What follows belongs to an exercise in optimizing a design on an open flow for small area, a short achievable clock period and few clock cycles; a production flow would make more cautious choices. The RTL was checked by simulation tests, not by an equivalence proof against the original design.

== job 101 ==
Design rc4_keystream_gen, start of the top module:
module rc4_keystream_gen #(
  parameter int MAX_KEY_LEN = 16,
  parameter int DROP_N      = 0
) (
  input  logic       clk,
  input  logic       rst,
  input  logic       key_valid,
  input  logic [7:0] key_byte,
  input  logic       key_last,
  output logic       key_ready,
  input  logic       rekey,
  output logic       ks_valid,
  input  logic       ks_ready,
  output logic [7:0] ks_byte,
  output logic       ks_active
);
make LEC_CHECK=0 CAP_MARGIN=20 CELL_PAD_IN_SITES_DETAIL_PLACEMENT=1 CELL_PAD_IN_SITES_GLOBAL_PLACEMENT=1 CORE_MARGIN=2 CORE_UTILIZATION=30 CTS_BUF_LIST='sky130_fd_sc_hd__clkbuf_8 sky130_fd_sc_hd__clkbuf_16' CTS_CLUSTER_DIAMETER=80 CTS_CLUSTER_SIZE=24 PLACE_DENSITY=0.5 SLEW_MARGIN=20 SYNTH_HIERARCHICAL=1 finish   # period 15.0 ns
run.sh (not shown) runs the stock make flow with config.mk's settings and CLKGATE_MAP_FILE= SYNTH_SCRIPT=/design/flow/synth_recipe.tcl, a recipe that flattens the netlist after the stock synthesis.
Testbench counts of job 101, summed over its fixed seeds: cycles 33,009.
Modified inputs, job 102 compared to job 101
-- flow/design.v --
<<< job 101, line 44
  logic          fwd_i, fwd_j;            
  logic          v2;                      
  logic          v3;                      
  logic [7:0]    obq;                     
  logic [2:0]    cnt;                     
  logic [2:0]    tot;                     
  logic          room;                    
  logic [7:0]    e1, e2, e3, e4;          
  logic          key_acc;
  logic          key_end;
>>> job 102, line 44
  logic          fwd_i, fwd_j;            
  logic          v2;                      
  logic [2:0]    cnt;                     
  logic [2:0]    tot;                     
  logic          room;                    
  logic [7:0]    e1, e2, e3;              
  logic          key_acc;
  logic          key_end;
<<< job 101, line 137
  assign pop     = ks_valid && ks_ready;
  assign ttn     = sj_q + w;
  assign room_nx = pop ? (tot_p <= 3'd4) : (tot_np <= 3'd4);
  logic [2:0]  tot_np, tot_p, cnt_np, cnt_p;
  assign tot_np = tot + {2'b0, swap && st_prga} - {2'b0, v3 && !push};
  assign tot_p  = tot_np - 3'd1;
  assign cnt_np = cnt + {2'b0, push};
  assign cnt_p  = cnt_np - 3'd1;
  logic [7:0]  f_np [0:4];                
  logic [7:0]  f_p  [0:3];                
  always_comb begin
    f_np[0] = (push && cnt == 3'd0) ? obq : ks_byte;
    f_np[1] = (push && cnt == 3'd1) ? obq : e1;
    f_np[2] = (push && cnt == 3'd2) ? obq : e2;
    f_np[3] = (push && cnt == 3'd3) ? obq : e3;
    f_np[4] = (push && cnt == 3'd4) ? obq : e4;
    f_p[0]  = (push && cnt == 3'd1) ? obq : e1;
    f_p[1]  = (push && cnt == 3'd2) ? obq : e2;
    f_p[2]  = (push && cnt == 3'd3) ? obq : e3;
    f_p[3]  = (push && cnt == 3'd4) ? obq : e4;
  end
  logic [15:0] drop_cnt;
  if (DROP_N > 0) begin : g_drop
    assign push = v3 && (drop_cnt == 16'(DROP_N));
  end else begin : g_nodrop
    assign push = v3;
  end
  always_ff @(posedge clk or posedge rst) begin
>>> job 102, line 135
  assign pop     = ks_valid && ks_ready;
  assign ttn     = sj_q + w;
  assign room_nx = pop ? (tot_p <= 3'd3) : (tot_np <= 3'd3);
  logic [2:0]  tot_np, tot_p, cnt_np, cnt_p;
  assign tot_np = tot + {2'b0, swap && st_prga} - {2'b0, v2 && !push};
  assign tot_p  = tot_np - 3'd1;
  assign cnt_np = cnt + {2'b0, push};
  assign cnt_p  = cnt_np - 3'd1;
  logic [7:0]  f_np [0:3];                
  logic [7:0]  f_p  [0:2];                
  always_comb begin
    f_np[0] = (push && cnt == 3'd0) ? ob : ks_byte;
    f_np[1] = (push && cnt == 3'd1) ? ob : e1;
    f_np[2] = (push && cnt == 3'd2) ? ob : e2;
    f_np[3] = (push && cnt == 3'd3) ? ob : e3;
    f_p[0]  = (push && cnt == 3'd1) ? ob : e1;
    f_p[1]  = (push && cnt == 3'd2) ? ob : e2;
    f_p[2]  = (push && cnt == 3'd3) ? ob : e3;
  end
  logic [15:0] drop_cnt;
  if (DROP_N > 0) begin : g_drop
    assign push = v2 && (drop_cnt == 16'(DROP_N));
  end else begin : g_nodrop
    assign push = v2;
  end
  always_ff @(posedge clk or posedge rst) begin
<<< job 101, line 171
      v1        <= 1'b0;
      v2        <= 1'b0;
      v3        <= 1'b0;
      cnt       <= 3'd0;
      tot       <= 3'd0;
>>> job 102, line 167
      v1        <= 1'b0;
      v2        <= 1'b0;
      cnt       <= 3'd0;
      tot       <= 3'd0;
<<< job 101, line 186
      v1        <= 1'b0;
      v2        <= 1'b0;
      v3        <= 1'b0;
      cnt       <= 3'd0;
      tot       <= 3'd0;
>>> job 102, line 181
      v1        <= 1'b0;
      v2        <= 1'b0;
      cnt       <= 3'd0;
      tot       <= 3'd0;
<<< job 101, line 211
      v1       <= swap && st_prga;
      v2       <= v1;
      v3       <= v2;
      cnt      <= pop ? cnt_p : cnt_np;
      tot      <= pop ? tot_p : tot_np;
>>> job 102, line 205
      v1       <= swap && st_prga;
      v2       <= v1;
      cnt      <= pop ? cnt_p : cnt_np;
      tot      <= pop ? tot_p : tot_np;
<<< job 101, line 255
    fwd_i <= swap && (ttn == 8'd255);
    fwd_j <= swap && (ttn == a);
    obq <= ob;
    if (DROP_N > 0 && v3 && !push)
      drop_cnt <= drop_cnt + 16'd1;
    ks_byte <= pop ? f_p[0] : f_np[0];
    e1      <= pop ? f_p[1] : f_np[1];
    e2      <= pop ? f_p[2] : f_np[2];
    e3      <= pop ? f_p[3] : f_np[3];
    e4      <= f_np[4];
  end
endmodule
>>> job 102, line 248
    fwd_i <= swap && (ttn == 8'd255);
    fwd_j <= swap && (ttn == a);
    if (DROP_N > 0 && v2 && !push)
      drop_cnt <= drop_cnt + 16'd1;
    ks_byte <= pop ? f_p[0] : f_np[0];
    e1      <= pop ? f_p[1] : f_np[1];
    e2      <= pop ? f_p[2] : f_np[2];
    e3      <= f_np[3];
  end
endmodule
--- outcome ---
Looking at sum of routed wire segments on met1, job 102 sits above job 101. Compared with job 101, job 102 shows a synthesis-to-layout area growth that is 0.41 points higher. e2[6] as the capture point of the worst path was reported by job 102, and obq[3] by job 101. Sort job 102 and job 101 by flip-flop and latch count asc -> top: job 102. Going from job 101 to job 102, area of combinational cells with multiple inputs lower, per-instance average area after synthesis rose by 0.43%. On area of all placed cells without fillers, job 101 loses to job 102. Register fraction of the total cell area: job 101 vs job 102 — no meaningful difference.
Testbench counts of job 102, summed over its fixed seeds: cycles 32,961.

==> what the ideal ports hide <==
How much do the figures lean on ideal ports? The routed layouts below were timed once more, with nothing changed but the port constraints.
Step 1 assumes that a clkbuf_16 drives the clock port and a buf_2 every other input.
Step 2 moves the port delays by t, midway between the first and last clock arrival at a register: inputs arrive t later, outputs are due t later. That takes back most of the time a late clock gives input paths.
Three values: ideal, step 1, step 2; two values: the first two.
run	shift t [ns]	setup slack, ns	worst data-port slew with drivers (ns)	cell pins on the clock port's net
job 101	0.984	9.267 / 9.267 / 8.848	0.04	1
job 102	0.992	8.813 / 8.813 / 8.813	0.07	1
After both steps setup and hold are still met in every run listed. The setup slack of job 101, which loses most, moves by 0.000 ns with the drivers and by -0.419 ns with both steps.
